Background: an optimization exercise with open tools, aiming at small area, a short achievable clock period and few clock cycles per item. Do not read the settings as production practice.

== green ==
==> flow/design.v (excerpt) <==
module mult_arbiter #(
    parameter bit RR_EN = 1'b1
) (
    input  logic               clk,
    input  logic               rst,
    input  logic               req0_valid,
    input  logic signed [31:0] req0_a,
    input  logic signed [31:0] req0_b,
    output logic               req0_ready,
    input  logic               req1_valid,
    input  logic signed [31:0] req1_a,
    input  logic signed [31:0] req1_b,
    output logic               req1_ready,
    output logic               res_valid,
    input  logic               res_ready,
    output logic signed [63:0] res_data,
    output logic               res_id,
    output logic               busy
);
    logic               r_last_grant;
    logic               r_ptr;
    logic               r_v1;
    logic               r_id1;
    logic        [31:0] r_a_n;
    logic        [15:0] r_one_n;
    logic        [15:0] r_two_n;
    logic        [15:0] r_neg;
    logic               r_res_valid;
    logic               r_res_id;
    logic      [16-1:0] r_res_lo;
    logic               r_res_lc;
    logic      [63-16:0] r_res_h0;
    logic      [47-1:0] r_res_h1;
    logic               w_turn;
    logic               w_turn_next;
    logic               w_ptr_next;
    logic               w_s1_free;
    logic               w_accept;
    logic               w_load_out;
    logic        [63:0] w_s0;
    logic      [62-1:0] w_s1;
    logic        [63:0] w_s1_x;
    logic      [16-1:0] w_lo;
    logic               w_lo_c;
    logic      [63-16:0] w_h1_x;
    logic        [31:0] w_b;
    logic        [32:0] w_bx;
    logic        [15:0] w_one;
    logic        [15:0] w_two;
    logic        [15:0] w_neg;
    assign w_turn     = RR_EN ? !r_last_grant : 1'b0;
    assign w_load_out = r_v1 && (!r_res_valid || res_ready);
    assign w_s1_free  = !r_v1 || !r_res_valid || res_ready;
    assign req0_ready = !rst && w_s1_free && req0_valid && !r_ptr && (!w_turn || !req1_valid);
  ...
For scale: ~2900 cells after synthesis, about 200 I/O pins, about 29000 sq um of cells after synthesis.
==> module mult_arbiter, before the edit <==
module mult_arbiter #(
    parameter bit RR_EN = 1'b1
) (
    input  logic               clk,
    input  logic               rst,
    input  logic               req0_valid,
    input  logic signed [31:0] req0_a,
    input  logic signed [31:0] req0_b,
    output logic               req0_ready,
    input  logic               req1_valid,
    input  logic signed [31:0] req1_a,
    input  logic signed [31:0] req1_b,
    output logic               req1_ready,
    output logic               res_valid,
    input  logic               res_ready,
    output logic signed [63:0] res_data,
    output logic               res_id,
    output logic               busy
);
    logic               r_last_grant;
    logic               r_ptr;
    logic               r_v1;
    logic               r_id1;
    logic        [31:0] r_a_n;
    logic        [15:0] r_one_n;
    logic        [15:0] r_two_n;
    logic        [15:0] r_neg;
    logic               r_res_valid;
    logic               r_res_id;
    logic      [16-1:0] r_res_lo;
    logic               r_res_lc;
    logic      [63-16:0] r_res_h0;
    logic      [47-1:0] r_res_h1;
    logic               w_turn;
    logic               w_turn_next;
    logic               w_ptr_next;
    logic               w_s1_free;
    logic               w_accept;
    logic               w_load_out;
    logic        [63:0] w_s0;
    logic      [62-1:0] w_s1;
    logic        [63:0] w_s1_x;
    logic      [16-1:0] w_lo;
    logic               w_lo_c;
    logic      [63-16:0] w_h1_x;
    logic        [31:0] w_b;
    logic        [32:0] w_bx;
    logic        [15:0] w_one;
    logic        [15:0] w_two;
    logic        [15:0] w_neg;
    assign w_turn     = RR_EN ? !r_last_grant : 1'b0;
    assign w_load_out = r_v1 && (!r_res_valid || res_ready);
    assign w_s1_free  = !r_v1 || !r_res_valid || res_ready;
    assign req0_ready = !rst && w_s1_free && req0_valid && !r_ptr && (!w_turn || !req1_valid);
    assign req1_ready = !rst && w_s1_free && req1_valid &&  r_ptr && ( w_turn || !req0_valid);
    assign w_accept   = req0_ready || req1_ready;
    assign w_turn_next = (RR_EN && w_accept) ? !r_ptr : w_turn;
    assign w_ptr_next  = w_turn_next ? (req1_valid || !req0_valid) : (req1_valid && !req0_valid);
    assign w_b  = r_ptr ? req1_b : req0_b;
    assign w_bx = {w_b, 1'b0};
    for (genvar j = 0; j < 16; j++) begin : g_enc
        assign w_one[j] = w_bx[2*j+1] ^ w_bx[2*j];
        assign w_two[j] = (w_bx[2*j+2] & ~w_bx[2*j+1] & ~w_bx[2*j]) |
                          (~w_bx[2*j+2] & w_bx[2*j+1] & w_bx[2*j]);
        assign w_neg[j] = w_bx[2*j+2] & ~(w_bx[2*j+1] & w_bx[2*j]);
    end
    booth_tree u_tree (
        .i_a   (~r_a_n),
        .i_one (~r_one_n),
        .i_two (~r_two_n),
        .i_neg (r_neg),
        .o_s0  (w_s0),
        .o_s1  (w_s1)
    );
    always_ff @(posedge clk or posedge rst) begin
        if (rst) begin
            r_last_grant <= 1'b1;
            r_ptr        <= 1'b0;
            r_v1         <= 1'b0;
            r_res_valid  <= 1'b0;
        end else begin
            if (w_accept) r_last_grant <= r_ptr;
            r_ptr       <= w_ptr_next;
            r_v1        <= w_accept || (r_v1 && !w_load_out);
            r_res_valid <= w_load_out || (r_res_valid && !res_ready);
        end
    end
    always_ff @(posedge clk) begin
        if (w_s1_free) begin
            r_a_n   <= ~(r_ptr ? req1_a : req0_a);
            r_one_n <= ~w_one;
            r_two_n <= ~w_two;
            r_neg <= w_neg;
            r_id1 <= r_ptr;
        end
        if (w_load_out) begin
            r_res_lo   <= w_lo;
            r_res_lc   <= w_lo_c;
            r_res_h0   <= w_s0[63:16];
            r_res_h1   <= {w_s1[61], w_s1[60], w_s1[59], w_s1[58], w_s1[57], w_s1[56], w_s1[55], w_s1[54], w_s1[53], w_s1[52], w_s1[51], w_s1[50], w_s1[49], w_s1[48], w_s1[47], w_s1[46], w_s1[45], w_s1[44], w_s1[43], w_s1[42], w_s1[41], w_s1[40], w_s1[39], w_s1[38], w_s1[37], w_s1[36], w_s1[35], w_s1[34], w_s1[33], w_s1[32], w_s1[31], w_s1[30], w_s1[29], w_s1[28], w_s1[27], w_s1[26], w_s1[25], w_s1[24], w_s1[23], w_s1[22], w_s1[21], w_s1[20], w_s1[19], w_s1[18], w_s1[17], w_s1[16], w_s1[15]};
            r_res_id   <= r_id1;
        end
    end
    assign res_valid = r_res_valid;
    assign w_s1_x = {1'b0, w_s1[61], w_s1[60], w_s1[59], w_s1[58], w_s1[57], w_s1[56], w_s1[55], w_s1[54], w_s1[53], w_s1[52], w_s1[51], w_s1[50], w_s1[49], w_s1[48], w_s1[47], w_s1[46], w_s1[45], w_s1[44], w_s1[43], w_s1[42], w_s1[41], w_s1[40], w_s1[39], w_s1[38], w_s1[37], w_s1[36], w_s1[35], w_s1[34], w_s1[33], w_s1[32], w_s1[31], w_s1[30], w_s1[29], w_s1[28], w_s1[27], w_s1[26], w_s1[25], w_s1[24], w_s1[23], w_s1[22], w_s1[21], w_s1[20], w_s1[19], w_s1[18], w_s1[17], w_s1[16], w_s1[15], w_s1[14], w_s1[13], w_s1[12], w_s1[11], w_s1[10], w_s1[9], w_s1[8], w_s1[7], w_s1[6], w_s1[5], w_s1[4], w_s1[3], w_s1[2], w_s1[1], 1'b0, w_s1[0]};
    assign {w_lo_c, w_lo} = w_s0[16-1:0] + w_s1_x[16-1:0];
    assign w_h1_x = {1'b0, r_res_h1[46], r_res_h1[45], r_res_h1[44], r_res_h1[43], r_res_h1[42], r_res_h1[41], r_res_h1[40], r_res_h1[39], r_res_h1[38], r_res_h1[37], r_res_h1[36], r_res_h1[35], r_res_h1[34], r_res_h1[33], r_res_h1[32], r_res_h1[31], r_res_h1[30], r_res_h1[29], r_res_h1[28], r_res_h1[27], r_res_h1[26], r_res_h1[25], r_res_h1[24], r_res_h1[23], r_res_h1[22], r_res_h1[21], r_res_h1[20], r_res_h1[19], r_res_h1[18], r_res_h1[17], r_res_h1[16], r_res_h1[15], r_res_h1[14], r_res_h1[13], r_res_h1[12], r_res_h1[11], r_res_h1[10], r_res_h1[9], r_res_h1[8], r_res_h1[7], r_res_h1[6], r_res_h1[5], r_res_h1[4], r_res_h1[3], r_res_h1[2], r_res_h1[1], r_res_h1[0]};
    final_adder u_add (
        .i_x (r_res_h0),
        .i_y (w_h1_x),
        .i_c (r_res_lc),
        .o_s (res_data[63:16])
    );
    assign res_data[16-1:0] = r_res_lo;
    assign res_id    = r_res_id;
    assign busy      = r_v1 || r_res_valid;
endmodule
Settings: LEC_CHECK=0, CAP_MARGIN=20, CORE_MARGIN=2, CORE_UTILIZATION=60, SETUP_SLACK_MARGIN=5, SLEW_MARGIN=20; clock period 10.0 ns.
standard.sh (not shown) runs the stock make flow with config.mk's settings and CLKGATE_MAP_FILE= SYNTH_SCRIPT=/design/flow/synth_recipe.tcl, a recipe that flattens the netlist after the stock synthesis.
==> flow/flow/run.sh <==
#!/bin/bash
# Standard ORFS layout (the standard.sh) with these changes:
#  - synthesis skips Yosys's internal "abc -fast" pre-mapping (synth -noabc),
#    so extract_fa maps the RTL's full adders without inverter pairs;
#  - the final abc mapping uses flow/abc.script (abc "map" instead of "&nf");
#  - port buffers use the smallest buffer cell (buf_1);
set -euo pipefail
HERE=$(pwd)
{
  sed -n '1s/-noshare {\*}/-noshare -noabc {*}/p' synth_recipe.tcl
  cat <<EOT
proc abc {args} {
  set i [lsearch -exact \$args -script]
  if {\$i >= 0} { set args [lreplace \$args [expr {\$i+1}] [expr {\$i+1}] $HERE/flow/abc.script] }
  yosys abc {*}\$args
}
EOT
  sed '1d' synth_recipe.tcl
} > flow_synth.tcl
grep -q -- '-noabc' flow_synth.tcl
sed "s#SYNTH_SCRIPT=[^ ]*#SYNTH_SCRIPT=$HERE/flow_synth.tcl#" standard.sh > flow_standard.sh
grep -q "SYNTH_SCRIPT=$HERE/flow_synth.tcl" flow_standard.sh
export BUFFER_PORTS_ARGS="-buffer_cell sky130_fd_sc_hd__buf_1"
EXTRA=()
if [[ -f flow/make_args.txt ]]; then
  while read -r l; do [[ -n "$l" ]] && EXTRA+=("$l"); done < flow/make_args.txt
fi
bash flow_standard.sh "${EXTRA[@]}" finish > flow_make.log 2>&1
==> flow/flow/abc.script <==
strash
dch
map -B 0.9
topo
stime -c
buffer -c
upsize -c
dnsize -c
==> flow/flow/make_args.txt <==
SETUP_SLACK_MARGIN=5.3
--- input diff green..red ---
--- a/flow/design.v
+++ b/flow/design.v
@@ -2946,5 +2946,4 @@
 );
     logic               r_last_grant;
-    logic               r_ptr;
     logic               r_v1;
     logic               r_id1;
@@ -2952,6 +2951,8 @@
     logic        [15:0] r_one_n;
     logic        [15:0] r_two_n;
-    logic        [15:0] r_neg;
+    logic        [15:0] r_neg_n;
     logic               r_res_valid;
+    logic               r_room;
+    logic               r_turn;
     logic               r_res_id;
     logic      [16-1:0] r_res_lo;
@@ -2960,6 +2961,7 @@
     logic      [47-1:0] r_res_h1;
     logic               w_turn;
-    logic               w_turn_next;
-    logic               w_ptr_next;
+    logic               w_pick1;
+    logic               w_v1_next;
+    logic               w_res_valid_next;
     logic               w_s1_free;
     logic               w_accept;
@@ -2977,12 +2979,13 @@
     logic        [15:0] w_neg;
     assign w_turn     = RR_EN ? !r_last_grant : 1'b0;
+    assign w_pick1    = req1_valid && (!req0_valid || w_turn);
     assign w_load_out = r_v1 && (!r_res_valid || res_ready);
     assign w_s1_free  = !r_v1 || !r_res_valid || res_ready;
-    assign req0_ready = !rst && w_s1_free && req0_valid && !r_ptr && (!w_turn || !req1_valid);
-    assign req1_ready = !rst && w_s1_free && req1_valid &&  r_ptr && ( w_turn || !req0_valid);
+    assign req0_ready = !rst && req0_valid && (r_room || res_ready) && (!req1_valid || !r_turn);
+    assign req1_ready = !rst && req1_valid && (r_room || res_ready) && (!req0_valid ||  r_turn);
     assign w_accept   = req0_ready || req1_ready;
-    assign w_turn_next = (RR_EN && w_accept) ? !r_ptr : w_turn;
-    assign w_ptr_next  = w_turn_next ? (req1_valid || !req0_valid) : (req1_valid && !req0_valid);
-    assign w_b  = r_ptr ? req1_b : req0_b;
+    assign w_v1_next        = w_accept || (r_v1 && !w_load_out);
+    assign w_res_valid_next = w_load_out || (r_res_valid && !res_ready);
+    assign w_b  = w_pick1 ? req1_b : req0_b;
     assign w_bx = {w_b, 1'b0};
     for (genvar j = 0; j < 16; j++) begin : g_enc
@@ -2996,5 +2999,5 @@
         .i_one (~r_one_n),
         .i_two (~r_two_n),
-        .i_neg (r_neg),
+        .i_neg (~r_neg_n),
         .o_s0  (w_s0),
         .o_s1  (w_s1)
@@ -3003,21 +3006,23 @@
         if (rst) begin
             r_last_grant <= 1'b1;
-            r_ptr        <= 1'b0;
             r_v1         <= 1'b0;
             r_res_valid  <= 1'b0;
+            r_room       <= 1'b1;
+            r_turn       <= 1'b0;
         end else begin
-            if (w_accept) r_last_grant <= r_ptr;
-            r_ptr       <= w_ptr_next;
-            r_v1        <= w_accept || (r_v1 && !w_load_out);
-            r_res_valid <= w_load_out || (r_res_valid && !res_ready);
+            if (w_accept) r_last_grant <= w_pick1;
+            r_v1        <= w_v1_next;
+            r_res_valid <= w_res_valid_next;
+            r_room      <= !(w_v1_next && w_res_valid_next);
+            r_turn      <= RR_EN && !(w_accept ? w_pick1 : r_last_grant);
         end
     end
     always_ff @(posedge clk) begin
         if (w_s1_free) begin
-            r_a_n   <= ~(r_ptr ? req1_a : req0_a);
+            r_a_n   <= ~(w_pick1 ? req1_a : req0_a);
             r_one_n <= ~w_one;
             r_two_n <= ~w_two;
-            r_neg <= w_neg;
-            r_id1 <= r_ptr;
+            r_neg_n <= ~w_neg;
+            r_id1 <= w_pick1;
         end
         if (w_load_out) begin
==> comparison <==
- Looking at green and red, the sequential share of layout area is a wash.
- Relative to green, number of sequential cells has gone up in red.
- [compare] base=green new=red: biggest fanout along the worst timing path rose by 4; peak clock frequency supported by timing moved up.
- red against green: data arrival at the endpoint of the critical path saw a decrease.
- Compared to green, red has global-route usage 1.3 points higher.
Function was not checked in any run of this note: the RTL went through the layout flow alone.

what the ideal ports hide:
The results above use ideal ports. As a check the final layouts listed here were re-extracted and re-timed, cells and wires unchanged. Step 1, drivers: a clkbuf_16 drives clk and a buf_2 each remaining input, both assumed. Step 2 adds t to the input delays and takes it off the output delays; t is the mean of the earliest and latest rising clock arrival at the registers after step 1. Input paths then give back, and output paths get back, about the clock's delay inside the block. Three values: ideal, step 1, step 2; two values: the first two.
run | t (ns) | setup slack, ns | worst hold slack (ns) | pins driven straight from the clock port
green | 0.571 | 5.189 / 5.166 / 4.939 | 0.424 / 0.424 / 0.424 | 1
red | 0.571 | 5.360 / 5.298 / 5.361 | 0.428 / 0.428 / 0.428 | 1
After both steps setup and hold are still met in every run listed. The setup slack of green, which loses most, moves by -0.023 ns with the drivers and by -0.250 ns with both steps.
